Context: an optimization exercise on an open-source flow, tuned for small area, a short achievable clock period and few clock cycles. The choices shown serve that exercise and are no tape-out recipe. At most, simulation tests tie the RTL to the original design; equivalence was not proved. The RTL of runs 4 and 5 was laid out without a check of its function. Power and IR drop assume default switching activity.

### flow/flow/run.sh
#!/bin/bash
# The standard layout, with the port buffers made from buf_2 cells instead of the
# slower cells buffer_ports picks by itself. Each tool's full output goes to its own log.
set -euo pipefail
bash standard.sh BUFFER_PORTS_ARGS="-buffer_cell sky130_fd_sc_hd__buf_2" finish > standard_flow.log 2>&1
### flow/standard.sh
#!/bin/bash
# synth_recipe.tcl (not shown) runs the flow's synth.tcl, then flattens the netlist and writes it again
# the make line also repeats each setting of config.mk as NAME=value (left out here)
make -C /OpenROAD-flow-scripts/flow DESIGN_CONFIG=/design/flow/config.mk WORK_HOME=/design/flow/orfs CLKGATE_MAP_FILE= SYNTH_SCRIPT=/design/flow/synth_recipe.tcl "${@:-finish}"
### flow/config.mk
export PLATFORM = sky130hd
export DESIGN_NAME = servo_bus_status_frame_parser_core
export DESIGN_NICKNAME = servo_bus_status_frame_parser_core
export VERILOG_FILES = /design/flow/design.v
export SDC_FILE = /design/flow/constraint.sdc
export NUM_CORES = 4
export LEC_CHECK = 0
export CAP_MARGIN = 20
export CORE_MARGIN = 2
export CORE_UTILIZATION = 40
export CTS_CLUSTER_DIAMETER = 80
export CTS_CLUSTER_SIZE = 30
export PLACE_DENSITY = 0.6
export SETUP_SLACK_MARGIN = 3.0
export SLEW_MARGIN = 20
### flow/constraint.sdc
create_clock -name core_clock -period 5.0 [get_ports {i_clk}]
set_input_delay 1.0000 -clock core_clock [delete_from_list [all_inputs] [get_ports {i_clk}]]
set_output_delay 1.0000 -clock core_clock [all_outputs]
set_load 0.01 [all_outputs]
### flow/design.v
package sbsp_pkg;
    localparam int MAX_PARAMS = 48;
    localparam int BYTE_W     = 8;
    localparam int PAR_W      = 6;
    localparam int LEN_W      = 6;
    localparam int CFG_IDX_W  = 1;
    localparam int CFG_DATA_W = 8;
    localparam logic [BYTE_W-1:0] HDR_BYTE       = 8'hFF;
    localparam logic [BYTE_W-1:0] SCAN_MAX       = 8'hFF;
    localparam logic [BYTE_W-1:0] MIN_LENGTH     = 8'd2;
    localparam logic [BYTE_W-1:0] MAX_FRAME_LEN  = BYTE_W'(MAX_PARAMS + 2);
    localparam logic [BYTE_W-1:0] SCAN_LIMIT_RST = 8'd50;
    localparam logic [LEN_W-1:0]  MAX_LENGTH_RST = 6'd50;
    localparam logic [CFG_IDX_W-1:0] CFG_SCAN_LIMIT = 1'b0;
    localparam logic [CFG_IDX_W-1:0] CFG_MAX_LENGTH = 1'b1;
    typedef enum logic [1:0] {
        ST_OK     = 2'd0,
        ST_NOHDR  = 2'd1,
        ST_BADLEN = 2'd2,
        ST_BADSUM = 2'd3
    } t_status;
    typedef enum logic [6:0] {
        PH_HUNT  = 7'b0000001,
        PH_ID    = 7'b0000010,
        PH_LEN   = 7'b0000100,
        PH_ERR   = 7'b0001000,
        PH_PARAM = 7'b0010000,
        PH_CHK   = 7'b0100000,
        PH_DRAIN = 7'b1000000
    } t_phase;
    typedef struct packed {
        logic              we;
        logic [PAR_W-1:0]  waddr;
        logic [BYTE_W-1:0] wdata;
        logic              re;
        logic [PAR_W-1:0]  raddr;
    } t_buf_req;
endpackage
import sbsp_pkg::*;
module sbsp_param_buf (
    input  logic                        i_clk,
    input  logic                        i_we,
    input  logic [5:0]                  i_whi,
    input  logic [7:0]                  i_wlo,
    input  logic [sbsp_pkg::BYTE_W-1:0] i_wdata,
    input  logic [5:0]                  i_rhi,
    input  logic [7:0]                  i_rlo,
    output logic [sbsp_pkg::BYTE_W-1:0] o_rdata
);
    logic [BYTE_W-1:0] mem [MAX_PARAMS];
    logic [BYTE_W-1:0] grp [6];
    always_ff @(posedge i_clk) begin
        for (int g = 0; g < 6; g++) begin
            for (int j = 0; j < 8; j++) begin
                if (i_we && i_whi[g] && i_wlo[j]) mem[g*8+j] <= i_wdata;
            end
        end
    end
    always_comb begin
        o_rdata = '0;
        for (int g = 0; g < 6; g++) begin
            grp[g] = '0;
            for (int j = 0; j < 8; j++) begin
                grp[g] = grp[g] | (mem[g*8+j] & {BYTE_W{i_rlo[j]}});
            end
            o_rdata = o_rdata | (grp[g] & {BYTE_W{i_rhi[g]}});
        end
    end
endmodule
import sbsp_pkg::*;
module servo_bus_status_frame_parser_core (
    input  logic                            i_clk,
    input  logic                            i_rst_n,
    input  logic                            i_cfg_we,
    input  logic [sbsp_pkg::CFG_IDX_W-1:0]  i_cfg_idx,
    input  logic [sbsp_pkg::CFG_DATA_W-1:0] i_cfg_data,
    input  logic                            i_rx_valid,
    output logic                            o_rx_ready,
    input  logic [sbsp_pkg::BYTE_W-1:0]     i_rx_byte,
    output logic                            o_res_valid,
    input  logic                            i_res_ready,
    output logic [1:0]                      o_res_status,
    output logic [sbsp_pkg::BYTE_W-1:0]     o_res_servo_id,
    output logic [sbsp_pkg::BYTE_W-1:0]     o_res_error_byte,
    output logic                            o_res_data_valid,
    output logic [sbsp_pkg::BYTE_W-1:0]     o_res_data_byte,
    output logic [sbsp_pkg::PAR_W-1:0]      o_res_data_index,
    output logic                            o_res_last
);
    localparam int QD = 4;                  
    localparam int QW = 2;
    logic [BYTE_W-1:0] r_scan_limit, n_scan_limit;
    logic [LEN_W-1:0]  r_max_length;
    always_comb begin
        n_scan_limit = r_scan_limit;
        if (!i_rst_n)                                     n_scan_limit = SCAN_LIMIT_RST;
        else if (i_cfg_we && i_cfg_idx == CFG_SCAN_LIMIT) n_scan_limit = i_cfg_data;
    end
    always_ff @(posedge i_clk) begin
        r_scan_limit <= n_scan_limit;
        if (!i_rst_n)                                     r_max_length <= MAX_LENGTH_RST;
        else if (i_cfg_we && i_cfg_idx == CFG_MAX_LENGTH) r_max_length <= i_cfg_data[LEN_W-1:0];
    end
    logic              r_rdy;
    logic              r_bv;
    logic [BYTE_W-1:0] r_b;
    assign o_rx_ready = r_rdy;
    always_ff @(posedge i_clk) begin
        r_b <= i_rx_byte;
        if (!i_rst_n) r_bv <= 1'b0;
        else          r_bv <= i_rx_valid && r_rdy;
    end
    logic r_ph_h, r_ph_i, r_ph_l, r_ph_e, r_ph_p, r_ph_c;
    logic n_ph_h, n_ph_i, n_ph_l, n_ph_e, n_ph_p, n_ph_c;
    logic              r_pff,   n_pff;       
    logic [BYTE_W-1:0] r_sc,    n_sc;        
    logic              hit;                  
    logic [BYTE_W-1:0] r_id,    n_id;
    logic [BYTE_W-1:0] r_er,    n_er;
    logic [BYTE_W-1:0] r_sum,   n_sum;
    logic              r_lbad,  n_lbad;      
    logic              r_l2,    n_l2;        
    logic [PAR_W-1:0]  r_cnt,   n_cnt;       
    logic              r_cz,    n_cz;        
    logic              r_c1,    n_c1;        
    logic              r_lge4,  n_lge4;      
    logic [PAR_W-1:0]  r_lix,   n_lix;       
    logic [5:0]        r_wh;                 
    logic [7:0]        r_wl;                 
    logic [5:0]        r_fh;                 
    logic [7:0]        r_fl;
    logic              r_disc;               
    logic              buf_we;
    logic              is_ff;
    logic              len_ok;
    logic              sum_ok;
    logic              push;
    logic [1:0]        push_st;
    logic              push_dv;
    logic [BYTE_W-1:0] push_id;
    logic [BYTE_W-1:0] push_er;
    logic              disc;
    assign is_ff  = &r_b;
    assign hit    = r_sc >= r_scan_limit;
    assign len_ok = (r_b >= MIN_LENGTH) && (r_b[7:6] == 2'b00)
                 && (r_b[5:0] <= r_max_length) && (r_b <= MAX_FRAME_LEN);
    assign sum_ok = &(r_b ^ r_sum);
    assign buf_we = r_bv && r_ph_p;
    always_comb begin
        n_ph_h = r_ph_h; n_ph_i = r_ph_i; n_ph_l = r_ph_l;
        n_ph_e = r_ph_e; n_ph_p = r_ph_p; n_ph_c = r_ph_c;
        n_pff  = r_pff;
        n_sc   = r_sc;
        n_id   = r_id;
        n_er   = r_er;
        n_sum  = r_bv ? r_sum + r_b : r_sum;
        n_lbad = r_lbad;
        n_l2   = r_l2;
        n_cnt  = r_cnt;
        n_cz   = r_cz;
        n_c1   = r_c1;
        n_lge4 = r_lge4;
        n_lix  = r_lix;
        push    = 1'b0;
        disc    = 1'b0;
        if (r_bv) begin
            if (r_ph_h) begin
                if (r_pff && is_ff) begin
                    n_ph_h = 1'b0; n_ph_i = 1'b1;
                    n_pff  = 1'b0;
                    n_sc   = 8'd1;
                end else if (hit) begin
                    push    = 1'b1;
                    n_pff   = 1'b0;
                    n_sc    = 8'd1;
                end else begin
                    n_pff = is_ff;
                    n_sc  = (r_sc != SCAN_MAX) ? r_sc + 8'd1 : r_sc;
                end
            end
            if (r_ph_i) begin
                n_id   = r_b;
                n_sum  = r_b;
                n_ph_i = 1'b0; n_ph_l = 1'b1;
            end
            if (r_ph_l) begin
                n_lbad = !len_ok;
                n_l2   = (r_b[5:0] == 6'd2);
                n_cnt  = r_b[5:0] - 6'd3;
                n_lix  = r_b[5:0] - 6'd3;
                n_cz   = (r_b[5:0] == 6'd3);
                n_c1   = (r_b[5:0] == 6'd4);
                n_lge4 = (r_b[5:0] >= 6'd4);
                n_ph_l = 1'b0; n_ph_e = 1'b1;
            end
            if (r_ph_e) begin
                n_er   = r_b;
                n_ph_e = 1'b0;
                if (r_lbad) begin
                    push    = 1'b1;
                    n_ph_h  = 1'b1;
                end else if (r_l2) begin
                    n_ph_c = 1'b1;
                end else begin
                    n_ph_p = 1'b1;
                end
            end
            if (r_ph_p) begin
                n_cnt  = r_cnt - 6'd1;
                n_cz   = r_c1;
                n_c1   = (r_cnt == 6'd2);
                if (r_cz) begin
                    n_ph_p = 1'b0; n_ph_c = 1'b1;
                end
            end
            if (r_ph_c) begin
                push    = 1'b1;
                n_ph_c  = 1'b0; n_ph_h = 1'b1;
                disc    = !sum_ok && !r_l2;
            end
            if (!r_ph_h && !r_ph_c && !(r_ph_e && r_lbad)) begin
                n_pff = 1'b0;
                n_sc  = 8'd1;
            end
        end
    end
    always_comb begin
        if (r_ph_h) begin
            push_st = ST_NOHDR;
            push_dv = 1'b0;
            push_id = '0;
            push_er = '0;
        end else if (r_ph_e) begin
            push_st = ST_BADLEN;
            push_dv = 1'b0;
            push_id = r_id;
            push_er = r_b;
        end else begin
            push_st = sum_ok ? ST_OK : ST_BADSUM;
            push_dv = sum_ok && !r_l2;
            push_id = r_id;
            push_er = r_er;
        end
    end
    always_ff @(posedge i_clk) begin
        if (!i_rst_n) begin
            r_ph_h <= 1'b1; r_ph_i <= 1'b0; r_ph_l <= 1'b0;
            r_ph_e <= 1'b0; r_ph_p <= 1'b0; r_ph_c <= 1'b0;
            r_pff  <= 1'b0;
            r_sc   <= 8'd1;
            r_wh   <= 6'd1;
            r_wl   <= 8'd1;
            r_fh   <= 6'd1;
            r_fl   <= 8'd1;
            r_disc <= 1'b0;
        end else begin
            r_ph_h <= n_ph_h; r_ph_i <= n_ph_i; r_ph_l <= n_ph_l;
            r_ph_e <= n_ph_e; r_ph_p <= n_ph_p; r_ph_c <= n_ph_c;
            r_pff  <= n_pff;
            r_sc   <= n_sc;
            if (r_disc) begin
                r_wh <= r_fh;
                r_wl <= r_fl;
            end else if (buf_we) begin
                r_wl <= {r_wl[6:0], r_wl[7]};
                if (r_wl[7]) r_wh <= {r_wh[4:0], r_wh[5]};
            end
            if (r_ph_i) begin
                r_fh <= r_wh;
                r_fl <= r_wl;
            end
            r_disc <= disc;
        end
    end
    always_ff @(posedge i_clk) begin
        r_id   <= n_id;
        r_er   <= n_er;
        r_sum  <= n_sum;
        r_lbad <= n_lbad;
        r_l2   <= n_l2;
        r_cnt  <= n_cnt;
        r_cz   <= n_cz;
        r_c1   <= n_c1;
        r_lge4 <= n_lge4;
        r_lix  <= n_lix;
    end
    logic [5:0]        r_rh;                 
    logic [7:0]        r_rl;                 
    logic [BYTE_W-1:0] buf_rdata;
    sbsp_param_buf u_param_buf (
        .i_clk   (i_clk),
        .i_we    (buf_we),
        .i_whi   (r_wh),
        .i_wlo   (r_wl),
        .i_wdata (r_b),
        .i_rhi   (r_rh),
        .i_rlo   (r_rl),
        .o_rdata (buf_rdata)
    );
    logic [1:0]        q_st  [QD];
    logic              q_dv  [QD];
    logic [BYTE_W-1:0] q_id  [QD];
    logic [BYTE_W-1:0] q_er  [QD];
    logic [PAR_W-1:0]  q_lix [QD];
    logic              q_s   [QD];           
    logic [QW-1:0]     r_qh, r_qt;
    logic [QW:0]       r_qn;
    logic              r_pushd;
    logic              q_full;
    logic              pop;
    assign q_full = (r_qn == (QW+1)'(QD)) || (r_pushd && r_qn == (QW+1)'(QD - 1));
    always_ff @(posedge i_clk) begin
        if (r_bv && !q_full) begin
            q_st[r_qt]  <= push_st;
            q_dv[r_qt]  <= push_dv;
            q_id[r_qt]  <= push_id;
            q_er[r_qt]  <= push_er;
            q_lix[r_qt] <= r_lix;
            q_s[r_qt]   <= !push_dv || (r_lix == '0);
        end
    end
    logic              r_ov;
    logic [1:0]        r_ost;
    logic [BYTE_W-1:0] r_oid;
    logic [BYTE_W-1:0] r_oer;
    logic              r_odv;
    logic [BYTE_W-1:0] r_obyte;
    logic [PAR_W-1:0]  r_oidx;
    logic              r_olast;
    logic [PAR_W-1:0]  r_rk;
    logic              r_rd;
    logic              r_hl;                 
    logic              r_hdv;                
    logic              ld;
    logic              qne;
    logic              take;
    logic              rd;
    logic [QW-1:0]     qh1;
    assign ld   = !r_ov || i_res_ready;
    assign qne  = (r_qn != '0);
    assign take = ld && qne;
    assign pop  = take && r_hl;
    assign rd   = take && r_hdv;
    assign qh1  = r_qh + 1'b1;
    logic [QW:0] qn_pop, qn_keep;
    assign qn_pop  = r_pushd ? r_qn : r_qn - 1'b1;
    assign qn_keep = r_pushd ? r_qn + 1'b1 : r_qn;
    always_ff @(posedge i_clk) begin
        if (!i_rst_n) begin
            r_ov    <= 1'b0;
            r_qh    <= '0;
            r_qt    <= '0;
            r_qn    <= '0;
            r_pushd <= 1'b0;
            r_rk    <= '0;
            r_rh    <= 6'd1;
            r_rl    <= 8'd1;
            r_rd    <= 1'b0;
        end else begin
            if (ld) r_ov <= qne;
            if (push) r_qt <= r_qt + 1'b1;
            if (pop)  r_qh <= qh1;
            r_pushd <= push;
            r_qn    <= pop ? qn_pop : qn_keep;
            if (take) r_rk <= r_hl ? '0 : r_rk + 6'd1;
            if (rd) begin
                r_rl <= {r_rl[6:0], r_rl[7]};
                if (r_rl[7]) r_rh <= {r_rh[4:0], r_rh[5]};
            end
            r_rd <= rd;
        end
    end
    always_ff @(posedge i_clk) begin
        if (!qne) begin
            r_hl  <= q_s[r_qh];
            r_hdv <= q_dv[r_qh];
        end else if (take) begin
            if (r_hl) begin
                r_hl  <= q_s[qh1];
                r_hdv <= q_dv[qh1];
            end else begin
                r_hl  <= (r_rk + 6'd1) == q_lix[r_qh];
            end
        end
    end
    always_ff @(posedge i_clk) begin
        if (ld) begin
            r_ost   <= q_st[r_qh];
            r_oid   <= q_id[r_qh];
            r_oer   <= q_er[r_qh];
            r_odv   <= r_hdv;
            r_obyte <= r_hdv ? buf_rdata : '0;
            r_oidx  <= r_hdv ? r_rk : '0;
            r_olast <= r_hl;
        end
    end
    assign o_res_valid      = r_ov;
    assign o_res_status     = r_ost;
    assign o_res_servo_id   = r_oid;
    assign o_res_error_byte = r_oer;
    assign o_res_data_valid = r_odv;
    assign o_res_data_byte  = r_obyte;
    assign o_res_data_index = r_oidx;
    assign o_res_last       = r_olast;
    logic [PAR_W-1:0] r_occ;
    always_ff @(posedge i_clk) begin
        if (!i_rst_n)    r_occ <= '0;
        else if (r_disc) r_occ <= r_occ + ~r_lix - {5'd0, r_rd};
        else             r_occ <= r_occ + {5'd0, buf_we} - {5'd0, r_rd};
    end
    logic       quiet;        
    logic       far;          
    logic       lim_small;
    logic       q_ok;
    logic       b_ok;
    logic [1:0] wsum;         
    logic r_far;
    always_ff @(posedge i_clk) begin
        if (!i_rst_n) r_far <= 1'b0;
        else          r_far <= !i_cfg_we && (({1'b0, r_sc} + 9'd3) < {1'b0, r_scan_limit});
    end
    assign far = r_far;
    assign lim_small = (r_scan_limit <= 8'd2) || i_cfg_we;
    assign quiet = !i_cfg_we && ((r_ph_p && !r_cz && (!r_c1 || !r_bv))
                              || (r_ph_e && !r_lbad && r_lge4)
                              || (r_ph_h && far));
    always_comb begin
        if (lim_small) q_ok = (r_qn <= (QW+1)'(QD - 3)) && !r_pushd
                           || (r_qn <= (QW+1)'(QD - 4)) || (pop && r_qn <= (QW+1)'(QD - 2)) && !r_pushd;
        else           q_ok = (r_qn <= (QW+1)'(QD - 1)) && !r_pushd
                           || (r_qn <= (QW+1)'(QD - 2)) || pop;
    end
    always_comb begin
        wsum = 2'd0;
        if (r_ph_p) begin
            if (r_cz)                  wsum = 2'd1;
            else if (r_c1 || !r_bv)    wsum = 2'd2;
            else                       wsum = 2'd3;
        end else if (r_ph_e && !r_lbad) begin
            wsum = {1'b0, !r_l2} + {1'b0, r_lge4};
        end else if (r_ph_l) begin
            wsum = 2'd1;
        end
    end
    always_comb begin
        case (wsum)
            2'd0:    b_ok = 1'b1;
            2'd1:    b_ok = (r_occ <= 6'd47);
            2'd2:    b_ok = (r_occ <= 6'd46);
            default: b_ok = (r_occ <= 6'd45);
        endcase
    end
    always_ff @(posedge i_clk) begin
        if (!i_rst_n) r_rdy <= 1'b0;
        else          r_rdy <= (quiet || q_ok) && b_ok;
    end
endmodule
==> parameters.txt, run 1 <==
Parameter                              Value

Routing
  Average routed wire per standard cell ... 25.2 um
  Number of nets with antenna violations after detailed routing ... 0
  Initial DRT Pass Iterations ... 5
  Final wirelength ... 70600 um
  Vias post-DR ... 16292
  Post-route DRC ... 0
  Iteration-0 DRC count of the detailed router ... 1559
  Average via count per standard cell ... 5.81

Outcome
  Status ... timing/DRC/antenna clean

Worst setup path
  Start-to-end type of the worst setup path ... flip-flop to primary output
  Element type at the critical path start ... flip-flop
  Crit path buffers/inverters ... 1
  Critical Path Sink Type ... primary output
  Critical Path, Cell by Cell ... buf_2
  Endpoint required time on the critical path ... 4.00 ns
  Cell type of the slowest stage on the worst timing path ... edfxtp_1
  Crit path DAT ... 1.27 ns
  Max stage delay on crit path ... 0.46 ns
  Cell family contributing the most delay on the critical path ... flip-flops
  Highest net fanout along the worst path ... 1

Power
  Relative contribution of the clock network to total power ... 25.5%
  IR Drop Worst-Case VDD ... 0.000291 V
  Leakage power figure ... 10.1 nW
  Switching Share ... 28.8%
  Overall power ... 12.3 mW
  Share of power burned in combinational logic ... 20.2%
  Switching power of the nets ... 3.54 mW
  Power per standard cell area ... 399 mW/mm^2
  Share of total power in sequential cells ... 54.3%
  Cell internal pwr ... 8.75 mW

Synth
  Count of state elements after synthesis ... 672
  Primary flip-flop cell chosen by synthesis mapping ... edfxtp_1
  Total number of yosys warnings ... 4
  Share of the yosys chip area belonging to registers ... 70.4%
  Post-synthesis cell count ... 1835
  Post-Syn Nets ... 1927
  Post-synthesis instance area ... 0.0270 sq mm
  Number of enable-type register cells in the synthesized netlist ... 557
  Yosys cell types ... 67
  Mean instance size in the synthesized netlist ... 14.7 sq um
  Proportion of register bits with asynchronous set or reset after synthesis ... 0%

Cells and area
  # nets final ... 1999
  Most common library cell in the layout ignoring fill and taps ... edfxtp_1
  Count of inserted antenna diode cells ... 0
  Most frequent cells in the layout ... edfxtp_1 (557), a22oi_1 (214), nor2_1 (89), dfxtp_1 (73), nand2_1 (71)
  Share of final-layout standard cells stronger than drive strength 1 ... 20.2%
  Utilization after layout ... 45.9%
  Synth-to-Final Area Change ... 13.9%

Die
  Height of the die ... 264 um
  Core Footprint ... 0.0670 sq mm
  Count of standard-cell rows ... 95
  IO Count ... 58
  DIE WIDTH ... 264 um
  Starting density of the core ... 40.3%
  Die area ... 0.0697 sq mm

GRT
  Number of antenna violations at the first check in global routing ... 2
  GRT Total Usage ... 19.6%
  Number of global-route vias before repair ... 15983
  Pin count of the biggest net entering global routing ... 54
  GRT Residual Overflow ... 0
  Wire length of the first global-routing pass ... 103000 um

Clocking
  Clock latency at the later pin of the worst-skew pair ... 0.63 ns
  Cts-stage hold buffer count ... 0
  CTS clk-pin slew, worst paths ... 0.11 ns
  Number of buffers on the longest clock path ... 3
  Count of H-tree levels built during CTS ... 1
  TritonCTS Buffers ... 31
  Clock tree sinks ... 672
  Buffer cell driving the clock tree root ... clkbuf_16
  TritonCTS clock tree ... built

Timing
  Fin Clk Skew ... 0.0374 ns
  Final worst-path setup slack ... 2.73 ns
  Clock period minus final worst setup slack ... 2.27 ns
  Final number of setup-violating endpoints ... 0
  Final-report max-slew violation count ... 0
  Worst relative slew slack ... 47.7%
  Tcrit/Tclk final ... 45.4%
  Maximum frequency from static timing analysis ... 441 MHz
  Unrepaired setup endpoints after global routing ... true
  Setup TNS ... 0 ns
  Hold Vio Cnt, Final ... 0
  Worst Max-Slew Pin Slew ... 0.783 ns

Placement
  Final Wtd Congestion ... 0.794
  Half-perimeter wire length after placement ... 38000 um
  Port bufs ... 57
  Placement Setup Slack ... 2.02 ns

Worst hold path
  Class of the tightest hold or removal check ... flip-flop to flip-flop

Run
  Count of max-cap constraint violations ... 0
[Yosys cell counts, types with 5 or more instances]
| cell type | n | area share (%) |
|---|---|---|
| nand3_1 | 37 | 0.69 |
| buf_2 | 14 | 0.26 |
| and3_1 | 56 | 1.3 |
| mux4_2 | 28 | 2.3 |
| dfxtp_1 | 115 | 8.5 |
| ha_1 | 67 | 3.1 |
| a31oi_1 | 16 | 0.37 |
| clkbuf_1 | 95 | 1.3 |
| a21oi_1 | 72 | 1.3 |
| nor3_1 | 22 | 0.41 |
| buf_1 | 7 | 0.097 |
| nand4_1 | 55 | 1.3 |
| xor2_1 | 19 | 0.62 |
| o21ai_0 | 17 | 0.31 |
| mux2i_1 | 44 | 1.6 |
| mux2_2 | 9 | 0.38 |
| a211oi_1 | 10 | 0.28 |
| and2_1 | 10 | 0.23 |
| nand3b_1 | 5 | 0.14 |
| nand2_1 | 73 | 1.0 |
| o211ai_1 | 8 | 0.22 |
| edfxtp_1 | 557 | 62 |
| xnor2_1 | 25 | 0.81 |
| a22oi_1 | 220 | 6.1 |
| nand2b_1 | 8 | 0.19 |
| a21o_1 | 12 | 0.33 |
| inv_1 | 57 | 0.79 |
| nor2b_1 | 28 | 0.65 |
| nor2_1 | 90 | 1.3 |
| nor4_1 | 5 | 0.12 |
[layer usage]
metal	part of all wire (%)	wire length, um	global-route usage, %	vias up
met4	1.9	1310	4.84	0
met1	42	29500	26.8	8369
met2	49	34700	32.8	572
met3	7.3	5120	2.88	77
li1	-	-	-	7274
met5	0	0	0	-
[cells by family after synthesis]
family | after synthesis | share of synthesized area [%]
AOI/OAI and AO/OA | 388 | 10.2
xor gates and xnor gates | 44 | 1.43
adders and majority gates | 70 | 3.32
buffers and inverters | 177 | 2.57
DFF | 672 | 70.4
muxes | 81 | 4.34
and+or+nand+nor | 403 | 7.72
[area by class of cell]
cell class / instances / area (sq um)
sequential: 672 / 19200
tap: 873 / 1090
inverter: 57 / 248
timing repair buffer: 151 / 1330
timing repair inverter: 1 / 8.76
fill: 5864 / 36300
multi-input combinational: 993 / 7900
clock buffer: 43 / 821
clock inverter: 14 / 216
[sequential cells by signal (all words and copies together) (netlist names), 24 cells and up, named ones only]
register,flops
q_lix,24
q_er,32
u_param_buf.mem,384
q_id,32
[power groups by stage]
| stage | logic [mW] | clock network (mW) | registers [mW] |
|---|---|---|---|
| final | 2.49 | 3.13 | 6.67 |
| after global placement | 2.01 | 0 | 6.82 |
| after floorplan | 1.54 | 0 | 6.64 |
| after detailed placement | 2.04 | 0 | 6.83 |
| after global routing | 2.70 | 3.36 | 6.71 |
| after CTS | 2.30 | 3.18 | 6.66 |
[path summary, 6_finish.rpt]
path,to,cells after the start,from,slack [ns]
hold / removal,r_max_length[2],2,r_max_length[2],0.46
hold reg to reg,r_max_length[2],2,r_max_length[2],0.46
setup reg to reg,r_occ[4],11,r_lix[0],3.01
setup / recovery,o_res_data_byte[3],1,r_obyte[3],2.73
[worst register-to-register path: cells and delay by family, from the launching register on]
kind                     cells  cell delay, ns
flip-flops                   1            0.45
AO/OA/AOI/OAI                3            0.33
buffers and inverters        3            0.15
adder cells (fa/ha/maj)      3            0.78
XOR/XNOR                     1            0.16
AND/OR/NAND/NOR              1            0.07
[timing repair]
item	CTS	global route
cloned	5	3
endpoints found under the setup margin	647	187
buffers inserted	48	29
gates resized for setup	104	86
pin swaps	17	38
[stage by stage]
stage / cells / hold slack, ns / area (sq um)
3_3_place_gp: 2662 / 0.453 / 28100
4_1_cts: 2772 / 0.435 / 30100
5_1_grt: 2804 / 0.449 / 30800
3_5_place_dp: 2662 / 0.457 / 28100
2_1_floorplan: 1835 / 0.424 / 27100
6_report: 2804 / 0.464 / 30800
Testbench counts, summed over its fixed seeds: cycles 43,404.
==> inputs of run 2 (changes only) <==
--- a/flow/config.mk
+++ b/flow/config.mk
@@ -8,8 +8,8 @@
 export CAP_MARGIN = 20
 export CORE_MARGIN = 2
 export CORE_UTILIZATION = 40
-export CTS_CLUSTER_DIAMETER = 80
-export CTS_CLUSTER_SIZE = 30
+export CTS_CLUSTER_DIAMETER = 100
+export CTS_CLUSTER_SIZE = 24
 export PLACE_DENSITY = 0.6
-export SETUP_SLACK_MARGIN = 3.0
+export SETUP_SLACK_MARGIN = 3.25
 export SLEW_MARGIN = 20
==> run 2 against run 1 <==
  * Still clean
  * Synthesized area did not move
  * Synthesized cell count stayed put
  * Via count increased by 3.9%
  * Clock-buffer cell count is 15 higher
  * Clock skew is 0.011 ns lower
  * Critical path depth unchanged
  * Routed wire length is 6.3% higher
  * Global-route usage increased by 1.2 points
  * Largest cell class unchanged
  * Highest routed layer unchanged
==> parameters.txt, run 2 <==
Parameter                              Value

Die
  Die area ... 0.0697 sq mm (unchanged)
  Height of the die ... 264 um (unchanged)
  Count of standard-cell rows ... 95 (unchanged)
  IO Count ... 58 (unchanged)
  DIE WIDTH ... 264 um (unchanged)
  Starting density of the core ... 40.3% (unchanged)
  Core Footprint ... 0.0670 sq mm (unchanged)

GRT
  GRT Total Usage ... 20.7% (+1.2 points)
  Number of global-route vias before repair ... 16701 (+4.5%)
  Number of antenna violations at the first check in global routing ... 1 (-1)
  Wire length of the first global-routing pass ... 108000 um (+5.2%)
  GRT Residual Overflow ... 0 (unchanged)
  Pin count of the biggest net entering global routing ... 51 (-5.6%)

Clocking
  Buffer cell driving the clock tree root ... clkbuf_16
  Count of H-tree levels built during CTS ... 2 (+1)
  Cts-stage hold buffer count ... 0 (unchanged)
  Clock latency at the later pin of the worst-skew pair ... 0.59 ns (-0.04 ns)
  TritonCTS clock tree ... built
  CTS clk-pin slew, worst paths ... 0.10 ns (about the same)
  Clock tree sinks ... 672 (unchanged)
  TritonCTS Buffers ... 34 (+9.7%)
  Number of buffers on the longest clock path ... 3 (unchanged)

Routing
  Iteration-0 DRC count of the detailed router ... 1631 (+4.6%)
  Post-route DRC ... 0 (unchanged)
  Final wirelength ... 75000 um (+6.3%)
  Number of nets with antenna violations after detailed routing ... 0 (unchanged)
  Average routed wire per standard cell ... 25.8 um (+2.3%)
  Initial DRT Pass Iterations ... 5 (unchanged)
  Vias post-DR ... 16933 (+3.9%)
  Average via count per standard cell ... 5.81 (about the same)

Cells and area
  Non-filler cells in the finished layout ... 2913 (+3.9%)
  Largest registers ... u_param_buf.mem x384, q_er x32, q_id x32
  Fill cell total of the finished layout ... 5723 (-2.4%)
  Synth-to-Final Area Change ... 20.3%
  Max reg flops ... 384 (unchanged)
  # nets final ... 2107 (+5.4%)
  Share of final-layout standard cells stronger than drive strength 1 ... 29.0% (+8.8 points)
  Count of inserted antenna diode cells ... 0 (unchanged)
  Most common library cell in the layout ignoring fill and taps ... edfxtp_1
  Register containing the most flip-flops in the final layout ... u_param_buf.mem
  Most frequent cells in the layout ... edfxtp_1 (557), a22oi_1 (200), buf_4 (116), nor2_1 (85), nand2_1 (70)

Worst setup path
  Element type at the critical path start ... flip-flop
  Cell family contributing the most delay on the critical path ... flip-flops
  Endpoint required time on the critical path ... 4.00 ns (about the same)
  Crit path DAT ... 1.25 ns (-0.02 ns)
  Start-to-end type of the worst setup path ... flip-flop to primary output
  Critical Path, Cell by Cell ... buf_2
  Critical Path Sink Type ... primary output
  Cell type of the slowest stage on the worst timing path ... edfxtp_1
  Start point of the critical path ... r_obyte[5]
  Max stage delay on crit path ... 0.48 ns (+0.02 ns)
  Beginning of the worst register-to-register path ... r_lix[0]
  Worst-case register-to-register setup slack ... 3.01 ns (about the same)
  Crit path buffers/inverters ... 1 (unchanged)
  Highest net fanout along the worst path ... 1 (unchanged)

Synth
  Share of the yosys chip area belonging to registers ... 70.4% (unchanged)
  Total number of yosys warnings ... 4 (unchanged)
  Post-synthesis cell count ... 1835 (unchanged)
  Count of state elements after synthesis ... 672 (unchanged)
  Post-Syn Nets ... 1927 (unchanged)
  Mean instance size in the synthesized netlist ... 14.7 sq um (unchanged)
  Cell taking the most area after synthesis ... edfxtp_1
  Synth area leaders ... edfxtp_1 (62%), dfxtp_1 (8.5%), a22oi_1 (6.1%)
  Yosys cell types ... 67 (unchanged)
  Post-synthesis instance area ... 0.0270 sq mm (unchanged)
  Proportion of register bits with asynchronous set or reset after synthesis ... 0% (unchanged)
  Synth cell count leaders ... edfxtp_1 (557), a22oi_1 (220), dfxtp_1 (115)
  Primary flip-flop cell chosen by synthesis mapping ... edfxtp_1
  Most common cell in the netlist ... edfxtp_1
  Number of enable-type register cells in the synthesized netlist ... 557 (unchanged)
  Fraction of post-synthesis cell area in the top cell type by area ... 61.9% (unchanged)

Run
  Count of max-cap constraint violations ... 0 (unchanged)

Power
  Power per standard cell area ... 395 mW/mm^2 (-1.1%)
  IR Drop Worst-Case VDD ... 0.000244 V (-16%)
  Overall power ... 12.8 mW (+4.5%)
  Leakage power figure ... 10.8 nW (+6.4%)

Timing
  Final-report max-slew violation count ... 0 (unchanged)
  Final worst-path setup slack ... 2.75 ns (+0.0149 ns)
  Setup TNS ... 0 ns (unchanged)
  Worst relative slew slack ... 52.6% (+4.9 points)
  Worst Max-Slew Pin Slew ... 0.711 ns (-0.0723 ns)
  Hold Vio Cnt, Final ... 0 (unchanged)
  Fin Clk Skew ... 0.0266 ns (-0.0108 ns)
  Maximum frequency from static timing analysis ... 444 MHz (+0.66%)
  Clock period minus final worst setup slack ... 2.25 ns (-0.0149 ns)
  Unrepaired setup endpoints after global routing ... true
  Tcrit/Tclk final ... 45.1% (-0.30 points)
  Final number of setup-violating endpoints ... 0 (unchanged)

Worst hold path
  Class of the tightest hold or removal check ... flip-flop to flip-flop
  Hold_sp ... r_max_length[2]

Placement
  Port bufs ... 57 (unchanged)
  Half-perimeter wire length after placement ... 38600 um (+1.7%)
  Placement Setup Slack ... 2.13 ns (+0.105 ns)
  Final Wtd Congestion ... 0.822 (+3.5%)
  Number of cells after detailed placement ... 2663 (+0.038%)

Outcome
  Status ... timing/DRC/antenna clean
-- run 2: worst paths after layout --
path	to	depth (start not counted)
worst max-delay path	o_res_data_byte[5]	1
worst min-delay path	r_max_length[2]	2
worst max register to register	r_occ[4]	11
worst min register to register	r_max_length[2]	2
-- run 2: power by group --
group,internal (mW),switching (mW),total (mW)
combinational,1.46,1.63,3.09
clock,1.36,1.76,3.12
sequential,6.34,0.282,6.62
-- run 2: cells by family (layout without fill, tap and decap cells) --
group	count (synthesis)	in the layout	synth area share, %
XOR/XNOR	44	44	1.43
AND/OR/NAND/NOR	403	415	7.72
multiplexers	81	81	4.34
AO/OA/AOI/OAI	388	388	10.2
buffers and inverters	177	370	2.57
flip-flops	672	672	70.4
adder cells (fa/ha/maj)	70	70	3.32
-- run 2: final cells by class --
type | instances | area [sq um] | share of cell area, %
Clock buffer | 58 | 972 | 2.99
Timing Repair Buffer | 252 | 2460 | 7.58
Clock inverter | 3 | 36.3 | 0.112
Sequential cell | 672 | 19200 | 59.0
Inverter | 57 | 234 | 0.720
Multi-Input combinational cell | 998 | 8530 | 26.3
Tap cell | 873 | 1090 | 3.36
-- run 2: routing by layer --
layer	up-vias	wire length [um]	track usage [%]
met3	117	5450	3.34
met5	-	0	0
li1	7494	-	-
met4	0	2370	5.91
met2	654	36400	34.9
met1	8668	30800	27.9
-- run 2: timing repair --
action / CTS / global route
endpoints found under the setup margin: 665 / 450
cloned: 10 / 7
gates resized for setup: 212 / 93
buffers inserted: 114 / 58
pin swaps: 63 / 52
-- run 2: through the flow --
step	hold slack [ns]	utilization (%)	cell area (sq um)
after floorplan	0.424	-	27500
after global placement	0.450	42.4	28400
after detailed placement	0.460	42.4	28400
after CTS	0.475	47.0	31500
after global routing	0.490	48.5	32500
final	0.473	48.5	32500
==> inputs of run 3 (changes only) <==
--- a/flow/config.mk
+++ b/flow/config.mk
@@ -11,5 +11,5 @@
 export CTS_CLUSTER_DIAMETER = 100
 export CTS_CLUSTER_SIZE = 24
 export PLACE_DENSITY = 0.6
-export SETUP_SLACK_MARGIN = 3.25
+export SETUP_SLACK_MARGIN = 3.0
 export SLEW_MARGIN = 20
==> run 3 against run 2 <==
  * Power down 4.1%
  * Core utilization down 2.7 points
  * Critical path type unchanged
  * Clock power up 2%
  * Sequential share of layout area up 3.4 points
  * Clock-buffer cell count up 2
==> parameters.txt, run 3 <==
Parameter                              Value

Worst setup path
  Start-to-end type of the worst setup path ... flip-flop to primary output
  Cell family contributing the most delay on the critical path ... flip-flops
  Crit path DAT ... 1.20 ns (-0.05 ns)
  Highest net fanout along the worst path ... 1 (unchanged)
  Max stage delay on crit path ... 0.45 ns (-0.03 ns)
  Beginning of the worst register-to-register path ... r_occ[0]
  Cell type of the slowest stage on the worst timing path ... edfxtp_1
  Worst-case register-to-register setup slack ... 2.98 ns (-0.03 ns)
  Element type at the critical path start ... flip-flop
  Critical Path, Cell by Cell ... buf_2
  Endpoint required time on the critical path ... 4.00 ns (about the same)
  Start point of the critical path ... r_obyte[3]
  Critical Path Sink Type ... primary output
  Destination of the worst register-to-register timing path ... r_occ[4]
  R2R depth ... 12 (+1)
  Crit path buffers/inverters ... 1 (unchanged)

GRT
  GRT Residual Overflow ... 0 (unchanged)
  Number of global-route vias before repair ... 15983 (-4.3%)
  Number of antenna violations at the first check in global routing ... 2 (+1)
  Pin count of the biggest net entering global routing ... 54 (+5.9%)
  GRT Total Usage ... 19.8% (-0.92 points)
  Wire length of the first global-routing pass ... 104000 um (-4.4%)

Cells and area
  Fill cell total of the finished layout ... 5894 (+3.0%)
  Synth-to-Final Area Change ... 13.5%
  Largest registers ... u_param_buf.mem x384, q_er x32, q_id x32
  Most frequent cells in the layout ... edfxtp_1 (557), a22oi_1 (214), nor2_1 (90), dfxtp_1 (73), nand2_1 (72)
  Share of final-layout standard cells stronger than drive strength 1 ... 19.7% (-9.3 points)
  # nets final ... 1999 (-5.1%)
  Non-filler cells in the finished layout ... 2806 (-3.7%)
  Register containing the most flip-flops in the final layout ... u_param_buf.mem
  Count of inserted antenna diode cells ... 0 (unchanged)
  Most common library cell in the layout ignoring fill and taps ... edfxtp_1
  Max reg flops ... 384 (unchanged)

Die
  Count of standard-cell rows ... 95 (unchanged)
  IO Count ... 58 (unchanged)
  DIE WIDTH ... 264 um (unchanged)
  Height of the die ... 264 um (unchanged)
  Starting density of the core ... 40.3% (unchanged)
  Die area ... 0.0697 sq mm (unchanged)
  Core Footprint ... 0.0670 sq mm (unchanged)

Power
  IR Drop Worst-Case VDD ... 0.000232 V (-4.9%)
  Leakage power figure ... 10.1 nW (-6.4%)
  Overall power ... 12.3 mW (-4.1%)
  Power per standard cell area ... 401 mW/mm^2 (+1.6%)

Placement
  Number of cells after detailed placement ... 2662 (-0.038%)
  Half-perimeter wire length after placement ... 38000 um (-1.6%)
  Port bufs ... 57 (unchanged)
  Final Wtd Congestion ... 0.794 (-3.4%)

Synth
  Most common cell in the netlist ... edfxtp_1
  Synth cell count leaders ... edfxtp_1 (557), a22oi_1 (220), dfxtp_1 (115)
  Proportion of register bits with asynchronous set or reset after synthesis ... 0% (unchanged)
  Share of the yosys chip area belonging to registers ... 70.4% (unchanged)
  Cell taking the most area after synthesis ... edfxtp_1
  Post-Syn Nets ... 1927 (unchanged)
  Count of state elements after synthesis ... 672 (unchanged)
  Yosys cell types ... 67 (unchanged)
  Total number of yosys warnings ... 4 (unchanged)
  Post-synthesis instance area ... 0.0270 sq mm (unchanged)
  Primary flip-flop cell chosen by synthesis mapping ... edfxtp_1
  Fraction of post-synthesis cell area in the top cell type by area ... 61.9% (unchanged)
  Mean instance size in the synthesized netlist ... 14.7 sq um (unchanged)
  Post-synthesis cell count ... 1835 (unchanged)
  Number of enable-type register cells in the synthesized netlist ... 557 (unchanged)
  Synth area leaders ... edfxtp_1 (62%), dfxtp_1 (8.5%), a22oi_1 (6.1%)

Timing
  Hold Vio Cnt, Final ... 0 (unchanged)
  Worst relative slew slack ... 47.0% (-5.6 points)
  Unrepaired setup endpoints after global routing ... true
  Clock period minus final worst setup slack ... 2.20 ns (-0.0518 ns)
  Fin Clk Skew ... 0.0396 ns (+0.0131 ns)
  Maximum frequency from static timing analysis ... 454 MHz (+2.4%)
  Final number of setup-violating endpoints ... 0 (unchanged)
  Tcrit/Tclk final ... 44.0% (-1.0 points)
  Final-report max-slew violation count ... 0 (unchanged)
  Setup TNS ... 0 ns (unchanged)
  Worst Max-Slew Pin Slew ... 0.793 ns (+0.0827 ns)

Clocking
  TritonCTS clock tree ... built
  Number of buffers on the longest clock path ... 3 (unchanged)
  Cts-stage hold buffer count ... 0 (unchanged)
  Buffer cell driving the clock tree root ... clkbuf_16
  Clock latency at the later pin of the worst-skew pair ... 0.59 ns (about the same)
  TritonCTS Buffers ... 34 (unchanged)
  Count of H-tree levels built during CTS ... 2 (unchanged)
  Clock tree sinks ... 672 (unchanged)
  CTS clk-pin slew, worst paths ... 0.09 ns (about the same)

Routing
  Number of nets with antenna violations after detailed routing ... 0 (unchanged)
  Initial DRT Pass Iterations ... 5 (unchanged)
  Vias post-DR ... 16471 (-2.7%)
  Final wirelength ... 71400 um (-4.9%)
  Iteration-0 DRC count of the detailed router ... 1575 (-3.4%)
  Post-route DRC ... 0 (unchanged)
  Average routed wire per standard cell ... 25.4 um (-1.2%)
  Average via count per standard cell ... 5.87 (+0.98%)

Outcome
  Status ... timing/DRC/antenna clean

Worst hold path
  End of the worst hold path ... r_max_length[2]
  Class of the tightest hold or removal check ... flip-flop to flip-flop
  Hold_sp ... r_max_length[2]
  Depth of the worst hold-timing path ... 2 (unchanged)

Run
  Count of max-cap constraint violations ... 0 (unchanged)
[run 3: cell counts after synthesis]
No cell type changed its count.
[run 3: final cells by class]
type	instances	area [sq um]	area share (%)
sequential	672	19200	62.4
multi-input combinational	994	7890	25.7
timing repair buffer	147	1240	4.06
tap	873	1090	3.56
clock buffer	60	1010	3.30
inverter	57	243	0.791
clock inverter	2	35.0	0.114
timing repair inverter	1	8.76	0.0285
[run 3: worst max-delay path by stage]
stage	end	slack, ns	cells past startpoint
6_report	o_res_data_byte[3]	2.80	1
5_1_grt	o_res_data_byte[3]	2.76	1
4_1_cts	o_res_data_byte[3]	2.77	1
3_5_place_dp	r_rdy	2.02	8
3_3_place_gp	r_qn[2]	2.05	8
2_1_floorplan	r_rdy	2.24	8
[run 3: cell families after synthesis]
family	after synthesis	synth area share, %
buffers and inverters	177	2.57
adder cells (fa/ha/maj)	70	3.32
AO/OA/AOI/OAI	388	10.2
XOR/XNOR	44	1.43
AND/OR/NAND/NOR	403	7.72
flip-flops	672	70.4
multiplexers	81	4.34
[run 3: tightest hold or removal path, cell delays in order, from the launching register on]
cell     delay, ns
dfxtp_1       0.32
nand2_1       0.05
a21oi_1       0.05
[run 3: routing by layer]
metal | track usage (%) | vias up | part of all wire [%]
li1 | - | 7270 | -
met1 | 26.8 | 8433 | 41
met2 | 32.8 | 646 | 48
met3 | 3.43 | 118 | 7.7
met4 | 6.13 | 4 | 3.2
met5 | 0 | - | 0.032
[run 3: report_power, final]
part	total [mW]	switching [mW]	internal (mW)
clock	3.17	1.76	1.41
combinational	2.46	1.35	1.11
sequential	6.67	0.338	6.33
[run 3: per-stage QoR]
stage / area [sq um] / util [%] / hold slack, ns / worst slack, ns
after floorplan: 27100 / - / 0.424 / 2.24
after global placement: 28100 / 41.9 / 0.453 / 2.05
after detailed placement: 28100 / 41.9 / 0.457 / 2.02
after CTS: 30000 / 44.8 / 0.472 / 2.77
after global routing: 30700 / 45.8 / 0.492 / 2.76
final: 30700 / 45.8 / 0.463 / 2.80
[run 3: timing repair]
item	CTS	global route
pin swaps	12	27
resized for setup	111	75
endpoints found under the setup margin	649	287
buffers inserted	44	29
endpoints found under the hold margin	0	0
gates cloned	6	3
==> inputs of run 4 (changes only) <==
--- a/flow/design.v
+++ b/flow/design.v
@@ -127,8 +127,19 @@
     logic [PAR_W-1:0]  r_lix,   n_lix;       
     logic [5:0]        r_wh;                 
     logic [7:0]        r_wl;                 
-    logic [5:0]        r_fh;                 
-    logic [7:0]        r_fl;
+    logic [2:0]        r_fh;                 
+    logic [2:0]        r_fl;                 
+    logic [2:0]        wh_enc, wl_enc;
+    logic [5:0]        fh_dec;
+    logic [7:0]        fl_dec;
+    always_comb begin
+        wh_enc = '0;
+        wl_enc = '0;
+        for (int g = 0; g < 6; g++) if (r_wh[g]) wh_enc = wh_enc | 3'(g);
+        for (int j = 0; j < 8; j++) if (r_wl[j]) wl_enc = wl_enc | 3'(j);
+        for (int g = 0; g < 6; g++) fh_dec[g] = (r_fh == 3'(g));
+        for (int j = 0; j < 8; j++) fl_dec[j] = (r_fl == 3'(j));
+    end
     logic              r_disc;               
     logic              buf_we;
     logic              is_ff;
@@ -250,8 +261,8 @@
             r_sc   <= 8'd1;
             r_wh   <= 6'd1;
             r_wl   <= 8'd1;
-            r_fh   <= 6'd1;
-            r_fl   <= 8'd1;
+            r_fh   <= '0;
+            r_fl   <= '0;
             r_disc <= 1'b0;
         end else begin
             r_ph_h <= n_ph_h; r_ph_i <= n_ph_i; r_ph_l <= n_ph_l;
@@ -259,15 +270,15 @@
             r_pff  <= n_pff;
             r_sc   <= n_sc;
             if (r_disc) begin
-                r_wh <= r_fh;
-                r_wl <= r_fl;
+                r_wh <= fh_dec;
+                r_wl <= fl_dec;
             end else if (buf_we) begin
                 r_wl <= {r_wl[6:0], r_wl[7]};
                 if (r_wl[7]) r_wh <= {r_wh[4:0], r_wh[5]};
             end
             if (r_ph_i) begin
-                r_fh <= r_wh;
-                r_fl <= r_wl;
+                r_fh <= wh_enc;
+                r_fl <= wl_enc;
             end
             r_disc <= disc;
         end
@@ -298,11 +309,9 @@
         .o_rdata (buf_rdata)
     );
     logic [1:0]        q_st  [QD];
-    logic              q_dv  [QD];
     logic [BYTE_W-1:0] q_id  [QD];
     logic [BYTE_W-1:0] q_er  [QD];
     logic [PAR_W-1:0]  q_lix [QD];
-    logic              q_s   [QD];           
     logic [QW-1:0]     r_qh, r_qt;
     logic [QW:0]       r_qn;
     logic              r_pushd;
@@ -312,11 +321,9 @@
     always_ff @(posedge i_clk) begin
         if (r_bv && !q_full) begin
             q_st[r_qt]  <= push_st;
-            q_dv[r_qt]  <= push_dv;
             q_id[r_qt]  <= push_id;
             q_er[r_qt]  <= push_er;
             q_lix[r_qt] <= r_lix;
-            q_s[r_qt]   <= !push_dv || (r_lix == '0);
         end
     end
     logic              r_ov;
@@ -327,7 +334,8 @@
     logic [BYTE_W-1:0] r_obyte;
     logic [PAR_W-1:0]  r_oidx;
     logic              r_olast;
-    logic [PAR_W-1:0]  r_rk;
+    logic              r_first;              
+    logic [PAR_W-1:0]  nidx;                 
     logic              r_rd;
     logic              r_hl;                 
     logic              r_hdv;                
@@ -342,6 +350,12 @@
     assign pop  = take && r_hl;
     assign rd   = take && r_hdv;
     assign qh1  = r_qh + 1'b1;
+    assign nidx = r_first ? '0 : r_oidx + 6'd1;
+    logic dv_h, dv_h1, s_h, s_h1;
+    assign dv_h  = (q_st[r_qh] == ST_OK) && !(q_lix[r_qh][5] && q_lix[r_qh][4]);
+    assign dv_h1 = (q_st[qh1] == ST_OK) && !(q_lix[qh1][5] && q_lix[qh1][4]);
+    assign s_h   = !dv_h  || (q_lix[r_qh] == '0);
+    assign s_h1  = !dv_h1 || (q_lix[qh1] == '0);
     logic [QW:0] qn_pop, qn_keep;
     assign qn_pop  = r_pushd ? r_qn : r_qn - 1'b1;
     assign qn_keep = r_pushd ? r_qn + 1'b1 : r_qn;
@@ -352,7 +366,7 @@
             r_qt    <= '0;
             r_qn    <= '0;
             r_pushd <= 1'b0;
-            r_rk    <= '0;
+            r_first <= 1'b1;
             r_rh    <= 6'd1;
             r_rl    <= 8'd1;
             r_rd    <= 1'b0;
@@ -362,7 +376,7 @@
             if (pop)  r_qh <= qh1;
             r_pushd <= push;
             r_qn    <= pop ? qn_pop : qn_keep;
-            if (take) r_rk <= r_hl ? '0 : r_rk + 6'd1;
+            if (take) r_first <= r_hl;
             if (rd) begin
                 r_rl <= {r_rl[6:0], r_rl[7]};
                 if (r_rl[7]) r_rh <= {r_rh[4:0], r_rh[5]};
@@ -372,14 +386,14 @@
     end
     always_ff @(posedge i_clk) begin
         if (!qne) begin
-            r_hl  <= q_s[r_qh];
-            r_hdv <= q_dv[r_qh];
+            r_hl  <= s_h;
+            r_hdv <= dv_h;
         end else if (take) begin
             if (r_hl) begin
-                r_hl  <= q_s[qh1];
-                r_hdv <= q_dv[qh1];
+                r_hl  <= s_h1;
+                r_hdv <= dv_h1;
             end else begin
-                r_hl  <= (r_rk + 6'd1) == q_lix[r_qh];
+                r_hl  <= (nidx + 6'd1) == q_lix[r_qh];
             end
         end
     end
@@ -390,7 +404,7 @@
             r_oer   <= q_er[r_qh];
             r_odv   <= r_hdv;
             r_obyte <= r_hdv ? buf_rdata : '0;
-            r_oidx  <= r_hdv ? r_rk : '0;
+            r_oidx  <= r_hdv ? nidx : '0;
             r_olast <= r_hl;
         end
     end
==> run 4 against run 3 <==
  * Global-route usage decreased by 0.33 points
  * Clock power fell by 9.8%
  * Core utilization is 0.22 points higher
  * Power decreased by 4.9%
  * Design area shrank 1.8%
  * Hold slack better by 0.0060 ns
  * Largest cell class unchanged
  * Highest routed layer is now met4
==> parameters.txt, run 4 <==
Parameter                              Value

Cells and area
  Share of final-layout standard cells stronger than drive strength 1 ... 19.8% (+0.082 points)
  Most frequent cells in the layout ... edfxtp_1 (549), a22oi_1 (218), nor2_1 (98), buf_4 (83), nand2_1 (69)
  Synth-to-Final Area Change ... 14.4%
  Largest registers ... u_param_buf.mem x384, q_er x32, q_id x32
  # nets final ... 1992 (-0.35%)
  Max reg flops ... 384 (unchanged)
  Register containing the most flip-flops in the final layout ... u_param_buf.mem
  Count of inserted antenna diode cells ... 0 (unchanged)
  Most common library cell in the layout ignoring fill and taps ... edfxtp_1

Clocking
  Number of buffers on the longest clock path ... 3 (unchanged)
  Buffer cell driving the clock tree root ... clkbuf_16
  Cts-stage hold buffer count ... 0 (unchanged)
  CTS clk-pin slew, worst paths ... 0.10 ns (about the same)
  TritonCTS clock tree ... built
  Clock latency at the later pin of the worst-skew pair ... 0.63 ns (+0.04 ns)
  TritonCTS Buffers ... 31 (-8.8%)
  Count of H-tree levels built during CTS ... 1 (-1)
  Clock tree sinks ... 651 (-3.1%)

Routing
  Iteration-0 DRC count of the detailed router ... 1543 (-2.0%)
  Post-route DRC ... 0 (unchanged)
  Number of nets with antenna violations after detailed routing ... 0 (unchanged)
  Vias post-DR ... 16109 (-2.2%)
  Average routed wire per standard cell ... 24.9 um (-2.2%)
  Initial DRT Pass Iterations ... 6 (+1)
  Final wirelength ... 69400 um (-2.8%)
  Average via count per standard cell ... 5.78 (-1.6%)

Synth
  Area fraction in compound gates after synthesis ... 10.4% (+0.21 points)
  Cell taking the most area after synthesis ... edfxtp_1
  Fraction of the mapped netlist area in simple logic gates ... 7.82% (+0.10 points)
  Post-synthesis instance area ... 0.0263 sq mm (-2.5%)
  Adder-cell area share of the yosys netlist ... 3.41% (+0.087 points)
  Post-synthesis cell count ... 1802 (-1.8%)
  Most common cell in the netlist ... edfxtp_1
  Synth area leaders ... edfxtp_1 (63%), dfxtp_1 (7.8%), a22oi_1 (6.3%)
  Yosys cell types ... 59 (-12%)
  Fraction of post-synthesis cell area in the top cell type by area ... 62.6% (+0.70 points)
  Mux share of post-synthesis cell area ... 3.93% (-0.41 points)
  Total number of yosys warnings ... 4 (unchanged)
  Synth cell count leaders ... edfxtp_1 (549), a22oi_1 (222), dfxtp_1 (102)
  Post-Syn Nets ... 1894 (-1.7%)
  Proportion of register bits with asynchronous set or reset after synthesis ... 0% (unchanged)
  Synth Area in XOR/XNOR ... 1.53% (+0.10 points)
  Count of state elements after synthesis ... 651 (-3.1%)
  Share of the yosys chip area belonging to registers ... 70.3% (about the same)
  Primary flip-flop cell chosen by synthesis mapping ... edfxtp_1
  Largest family of logic cells by synthesized area ... compound AO/OA/AOI/OAI gates
  Number of enable-type register cells in the synthesized netlist ... 549 (-1.4%)
  Mean instance size in the synthesized netlist ... 14.6 sq um (-0.75%)

Timing
  Fin Clk Skew ... 0.0256 ns (-0.0140 ns)
  Clock period minus final worst setup slack ... 2.27 ns (+0.0728 ns)
  Worst Max-Slew Pin Slew ... 0.759 ns (-0.0341 ns)
  Final-report max-slew violation count ... 0 (unchanged)
  Hold Vio Cnt, Final ... 0 (unchanged)
  Maximum frequency from static timing analysis ... 440 MHz (-3.2%)
  Tcrit/Tclk final ... 45.5% (+1.5 points)
  Worst relative slew slack ... 49.4% (+2.3 points)
  Setup TNS ... 0 ns (unchanged)
  Final number of setup-violating endpoints ... 0 (unchanged)
  Unrepaired setup endpoints after global routing ... true
  Tightest hold margin ... 0.469 ns (+0.00600 ns)

Worst setup path
  Crit path DAT ... 2.73 ns (+1.53 ns)
  Start-to-end type of the worst setup path ... flip-flop to flip-flop
  Endpoint required time on the critical path ... 5.45 ns (+1.45 ns)
  Start point of the critical path ... r_oidx[1]
  Highest net fanout along the worst path ... 3 (+2)
  Beginning of the worst register-to-register path ... r_oidx[1]
  Critical Path Sink Type ... flip-flop
  Element type at the critical path start ... flip-flop

Worst hold path
  Hold_sp ... r_max_length[2]
  Class of the tightest hold or removal check ... flip-flop to flip-flop

Placement
  Half-perimeter wire length after placement ... 37900 um (-0.33%)
  Final Wtd Congestion ... 0.805 (+1.3%)
  Port bufs ... 57 (unchanged)

Power
  Switching power of the nets ... 3.20 mW (-7.2%)
  Switching Share ... 27.4% (-0.69 points)
  Power per standard cell area ... 388 mW/mm^2 (-3.1%)
  IR Drop Worst-Case VDD ... 0.000268 V (+16%)
  Share of power burned in combinational logic ... 20.9% (+0.9 points)
  Share of total power in sequential cells ... 54.7% (+0.5 points)
  Cell internal pwr ... 8.50 mW (-4.0%)
  Leakage power figure ... 10.2 nW (+1.4%)
  Relative contribution of the clock network to total power ... 24.4% (-1.4 points)

GRT
  Number of global-route vias before repair ... 15652 (-2.1%)
  GRT Residual Overflow ... 0 (unchanged)
  Number of antenna violations at the first check in global routing ... 0 (-2)
  GRT Total Usage ... 19.5% (-0.33 points)
  Pin count of the biggest net entering global routing ... 56 (+3.7%)
  Wire length of the first global-routing pass ... 99200 um (-4.2%)

Die
  Core Footprint ... 0.0655 sq mm (-2.3%)
  IO Count ... 58 (unchanged)
  Count of standard-cell rows ... 94 (-1.1%)
  Height of the die ... 261 um (-1.3%)
  Die area ... 0.0679 sq mm (-2.5%)
  DIE WIDTH ... 261 um (-1.3%)
  Starting density of the core ... 40.2% (-0.11 points)

Outcome
  Status ... timing/DRC/antenna clean

Run
  Count of max-cap constraint violations ... 0 (unchanged)
run 4: cell types whose count changed in the layout (fill, tap and decap cells not counted), moves of 6 or more:
cell,before,now
a21oi_1,67,49
a21oi_2,4,11
and3_1,31,51
and3_2,18,0
buf_4,63,83
dfxtp_1,73,58
edfxtp_1,557,549
inv_1,50,40
inv_2,5,14
mux2i_1,44,33
mux4_2,28,22
nand2b_1,6,14
nand3_1,33,21
nor2_1,90,98
run 4: what timing repair did:
action / 4_1_cts / 5_1_grt
pin swaps: 32 / 49
resized for setup: 82 / 92
setup buffers: 55 / 37
setup endpoints to repair: 596 / 190
gates cloned: 6 / 3
run 4: final timing paths:
| path | to | slack, ns | depth (start not counted) |
|---|---|---|---|
| setup / recovery | r_hl | 2.73 | 8 |
| hold / removal | r_max_length[2] | 0.47 | 2 |
| setup reg to reg | r_hl | 2.73 | 8 |
| hold reg to reg | r_max_length[2] | 0.47 | 2 |
run 4: routing by layer:
metal | vias up | GRT usage, % | share of wire [%]
met3 | 61 | 2.15 | 6.0
li1 | 7198 | - | -
met5 | - | 0 | 0
met4 | 0 | 3.84 | 1.9
met1 | 8332 | 26.9 | 43
met2 | 518 | 33.5 | 49
run 4: critical path, cell delays in order (launching register included):
cell and delay, ns:
edfxtp_1 0.43, ha_1 0.33, inv_1 0.08, nor2_1 0.05, ha_1 0.30, xnor2_1 0.15
nand2_1 0.07, or4_1 0.52, o32ai_2 0.20
run 4: logic make-up after synthesis:
kind of cell,count (synthesis)
buf+inv,173
compound gates,392
mux,68
simple gates,402
flops,651
fa+ha+maj,70
xor+xnor,46
run 4: per-stage QoR:
| step | area [sq um] | util [%] | cells | setup WS, ns | power (mW) |
|---|---|---|---|---|---|
| after floorplan | 26600 | - | 1802 | 2.81 | 7.90 |
| after global placement | 27600 | 42.1 | 2630 | 1.99 | 8.45 |
| after detailed placement | 27600 | 42.1 | 2630 | 1.95 | 8.48 |
| after CTS | 29400 | 44.9 | 2749 | 2.72 | 11.5 |
| after global routing | 30100 | 46.0 | 2789 | 2.66 | 12.2 |
| final | 30100 | 46.0 | 2789 | 2.73 | 11.7 |
run 4: power by group through the flow:
stage,registers (mW),clock network (mW),logic [mW]
floorplan,6.46,0,1.44
global placement,6.57,0,1.88
detailed placement,6.58,0,1.91
CTS,6.42,2.91,2.13
global route,6.43,3.06,2.67
finish,6.40,2.86,2.44
run 4: final cells by class:
cell class	instances	area, sq um
fillers	5658	35400
flip-flops and latches	651	18700
multi-input cells	985	7780
repair buffers	169	1420
well taps	864	1080
clock buffers	55	866
inverters	61	270
clock inverters	3	36.3
repair inverters	1	11.3
==> inputs of run 5 (changes only) <==
--- a/flow/config.mk
+++ b/flow/config.mk
@@ -7,9 +7,9 @@
 export LEC_CHECK = 0
 export CAP_MARGIN = 20
 export CORE_MARGIN = 2
-export CORE_UTILIZATION = 40
+export CORE_UTILIZATION = 55
 export CTS_CLUSTER_DIAMETER = 100
 export CTS_CLUSTER_SIZE = 24
-export PLACE_DENSITY = 0.6
+export PLACE_DENSITY = 0.7
 export SETUP_SLACK_MARGIN = 3.0
 export SLEW_MARGIN = 20
==> run 5 against run 4 <==
  * Global-route usage rose by 6.0 points
  * Register-to-register slack got worse by 0.03 ns
  * Critical path type is now flip-flop to primary output
  * Sequential share of layout area rose by 0.97 points
  * Synthesized cell count did not move
  * Die area fell by 27%
  * Hold slack got worse by 0.021 ns
  * Maximum frequency fell by 4.7%
  * Combinational power fell by 3%
  * Critical endpoint is now o_res_data_index[0]
  * Via count rose by 1.1%
==> parameters.txt, run 5 <==
Parameter                              Value

Synth
  Post-synthesis instance area ... 0.0263 sq mm (unchanged)
  Synth cell count leaders ... edfxtp_1 (549), a22oi_1 (222), dfxtp_1 (102)
  Synth area leaders ... edfxtp_1 (63%), dfxtp_1 (7.8%), a22oi_1 (6.3%)
  Most common cell in the netlist ... edfxtp_1
  Mean instance size in the synthesized netlist ... 14.6 sq um (unchanged)
  Number of enable-type register cells in the synthesized netlist ... 549 (unchanged)
  Cell taking the most area after synthesis ... edfxtp_1
  Primary flip-flop cell chosen by synthesis mapping ... edfxtp_1
  Yosys cell types ... 59 (unchanged)
  Fraction of post-synthesis cell area in the top cell type by area ... 62.6% (unchanged)
  Proportion of register bits with asynchronous set or reset after synthesis ... 0% (unchanged)
  Post-synthesis cell count ... 1802 (unchanged)
  Count of state elements after synthesis ... 651 (unchanged)
  Post-Syn Nets ... 1894 (unchanged)
  Share of the yosys chip area belonging to registers ... 70.3% (unchanged)
  Total number of yosys warnings ... 4 (unchanged)

Clocking
  Clock latency at the later pin of the worst-skew pair ... 0.65 ns (+0.02 ns)
  Buffer cell driving the clock tree root ... clkbuf_16
  TritonCTS clock tree ... built
  CTS clk-pin slew, worst paths ... 0.09 ns (about the same)
  Clock tree sinks ... 651 (unchanged)
  Count of H-tree levels built during CTS ... 1 (unchanged)
  TritonCTS Buffers ... 31 (unchanged)
  Number of buffers on the longest clock path ... 3 (unchanged)

Worst setup path
  Start point of the critical path ... r_oidx[0]
  Critical Path Sink Type ... primary output
  Element type at the critical path start ... flip-flop
  Destination of the worst register-to-register timing path ... r_hl
  Endpoint required time on the critical path ... 4.00 ns (-1.45 ns)
  Crit path DAT ... 1.39 ns (-1.34 ns)
  Highest net fanout along the worst path ... 3 (unchanged)
  R2R depth ... 5 (-3)
  Worst-case register-to-register setup slack ... 2.70 ns (-0.03 ns)
  Start-to-end type of the worst setup path ... flip-flop to primary output

Die
  Die area ... 0.0497 sq mm (-27%)
  Starting density of the core ... 55.4% (+15 points)
  DIE WIDTH ... 223 um (-14%)
  Height of the die ... 223 um (-14%)
  Count of standard-cell rows ... 80 (-15%)
  Core Footprint ... 0.0475 sq mm (-27%)
  IO Count ... 58 (unchanged)

Power
  Switching Share ... 27.5% (+0.12 points)
  Power per standard cell area ... 392 mW/mm^2 (+0.92%)
  Share of total power in sequential cells ... 55.0% (+0.3 points)
  IR Drop Worst-Case VDD ... 0.000279 V (+4.0%)
  Switching power of the nets ... 3.20 mW (-0.29%)
  Relative contribution of the clock network to total power ... 24.6% (+0.2 points)
  Share of power burned in combinational logic ... 20.4% (-0.5 points)
  Leakage power figure ... 10.2 nW (-0.81%)
  Cell internal pwr ... 8.42 mW (-0.90%)

Routing
  Average via count per standard cell ... 6.46 (+12%)
  Iteration-0 DRC count of the detailed router ... 2039 (+32%)
  Initial DRT Pass Iterations ... 6 (unchanged)
  Vias post-DR ... 16293 (+1.1%)
  Average routed wire per standard cell ... 26.6 um (+6.8%)
  Final wirelength ... 66900 um (-3.5%)
  Post-route DRC ... 0 (unchanged)
  Number of nets with antenna violations after detailed routing ... 0 (unchanged)

Timing
  Setup TNS ... 0 ns (unchanged)
  Final number of setup-violating endpoints ... 0 (unchanged)
  Final-report max-slew violation count ... 0 (unchanged)
  Maximum frequency from static timing analysis ... 419 MHz (-4.7%)
  Clock period minus final worst setup slack ... 2.39 ns (+0.113 ns)
  Worst Max-Slew Pin Slew ... 0.732 ns (-0.0275 ns)
  Fin Clk Skew ... 0.0337 ns (+0.00812 ns)
  Unrepaired setup endpoints after global routing ... true
  Hold Vio Cnt, Final ... 0 (unchanged)
  Tcrit/Tclk final ... 47.8% (+2.3 points)
  Tightest hold margin ... 0.448 ns (-0.0211 ns)
  Worst relative slew slack ... 51.2% (+1.8 points)

Cells and area
  Largest registers ... u_param_buf.mem x384, q_er x32, q_id x32
  Most frequent cells in the layout ... edfxtp_1 (549), a22oi_1 (216), nor2_1 (98), nand2_1 (67), dfxtp_1 (66)
  Share of final-layout standard cells stronger than drive strength 1 ... 18.0% (-1.8 points)
  Count of inserted antenna diode cells ... 0 (unchanged)
  # nets final ... 1973 (-0.95%)
  Most common library cell in the layout ignoring fill and taps ... edfxtp_1
  Non-Filler Cell Area, Final ... 0.0296 sq mm (-1.6%)
  Register containing the most flip-flops in the final layout ... u_param_buf.mem
  Synth-to-Final Area Change ... 12.5%
  Max reg flops ... 384 (unchanged)

GRT
  GRT Residual Overflow ... 0 (unchanged)
  Number of global-route vias before repair ... 15573 (-0.50%)
  Pin count of the biggest net entering global routing ... 59 (+5.4%)
  Wire length of the first global-routing pass ... 95200 um (-4.1%)
  GRT Total Usage ... 25.5% (+6.0 points)
  Number of antenna violations at the first check in global routing ... 1 (+1)

Placement
  Final Wtd Congestion ... 0.819 (+1.7%)
  Half-perimeter wire length after placement ... 36900 um (-2.6%)
  Total cell area at the placement stage ... 0.0273 sq mm (-1.2%)
  Port bufs ... 57 (unchanged)

Worst hold path
  End of the worst hold path ... r_b[2]
  Hold_sp ... i_rx_byte[2]
  Class of the tightest hold or removal check ... input port to flip-flop
  Depth of the worst hold-timing path ... 1 (-1)

Outcome
  Status ... timing/DRC/antenna clean

Run
  Count of max-cap constraint violations ... 0 (unchanged)
run 5: area by class of cell:
class	instances	area [sq um]
sequential	651	18600
multi-input combinational	984	7730
tap	615	769
timing repair inverter	1	11.3
clock buffer	55	866
inverter	61	258
fill	3439	17900
timing repair buffer	151	1310
clock inverter	3	45.0
run 5: how the worst max path moves through the flow:
| stage | end | slack [ns] | depth (start not counted) |
|---|---|---|---|
| 2_1_floorplan | r_hl | 2.81 | 8 |
| 3_3_place_gp | r_sc[4] | 2.12 | 5 |
| 4_1_cts | r_hl | 2.71 | 8 |
| 3_5_place_dp | r_sc[4] | 2.10 | 5 |
| 5_1_grt | o_res_data_index[0] | 2.57 | 2 |
| 6_report | o_res_data_index[0] | 2.61 | 2 |
run 5: stage by stage:
step | power, mW | std cells | setup slack (ns) | utilization, %
floorplan | 7.90 | 1802 | 2.81 | -
global placement | 8.42 | 2379 | 2.12 | 57.4
detailed placement | 8.47 | 2379 | 2.10 | 57.4
CTS | 11.4 | 2483 | 2.71 | 60.9
global route | 12.1 | 2521 | 2.57 | 62.3
finish | 11.6 | 2521 | 2.61 | 62.3
run 5: routing by layer:
layer,up-vias,GRT usage (%),part of all wire [%]
met1,8227,36.1,40
li1,7149,-,-
met4,0,7.10,2.9
met5,-,0,0
met2,804,41.6,48
met3,113,4.07,9.3
run 5: cells by family (layout without fill, tap and decap cells):
kind of cell	count (synthesis)	after routing	synth area share, %
simple gates	402	408	7.82
buf+inv	173	271	2.55
xor+xnor	46	46	1.53
compound gates	392	392	10.4
flops	651	651	70.3
mux	68	68	3.93
fa+ha+maj	70	70	3.41
run 5: critical path: stages (launching register included):
cell and delay (ns):
edfxtp_1 0.50, buf_6 0.17, buf_6 0.11
run 5: power groups by stage:
stage,combinational (mW),sequential (mW),clock (mW)
floorplan,1.44,6.46,0
global placement,1.87,6.55,0
detailed placement,1.91,6.56,0
CTS,2.14,6.39,2.87
global route,2.59,6.41,3.05
finish,2.37,6.39,2.86
run 5: repair_timing:
item                                    in CTS  in global routing
gates cloned                                 0                  9
endpoints found under the setup margin     581                170
hold buffers                                 0                  0
pin swaps                                   33                 33
resized for setup                           79                 67
buffers inserted                            46                 29

-- port drivers added, routing unchanged --
The results above use ideal ports. As a check the final layouts listed here were re-extracted and re-timed, cells and wires unchanged.
Step 1: set_driving_cell puts a clkbuf_16 on i_clk and a buf_2 on each other input, an assumption about the parent block.
Step 2 times the ports against the registers' clock, not the clock port: input delays grow and output delays shrink by t, the midpoint of the rising clock arrivals with the driver on.
Slacks: ideal ports / drivers / drivers and shift; pairs: ideal ports / drivers.
| run | t, ns | setup WS [ns] |
|---|---|---|
| run 1 | 0.674 | 2.731 / 2.672 / 2.459 |
| run 2 | 0.628 | 2.746 / 2.690 / 2.518 |
| run 3 | 0.634 | 2.798 / 2.737 / 2.498 |
| run 4 | 0.676 | 2.725 / 2.691 / 2.441 |
| run 5 | 0.684 | 2.612 / 2.558 / 2.384 |
After both steps setup and hold are still met in every run listed.
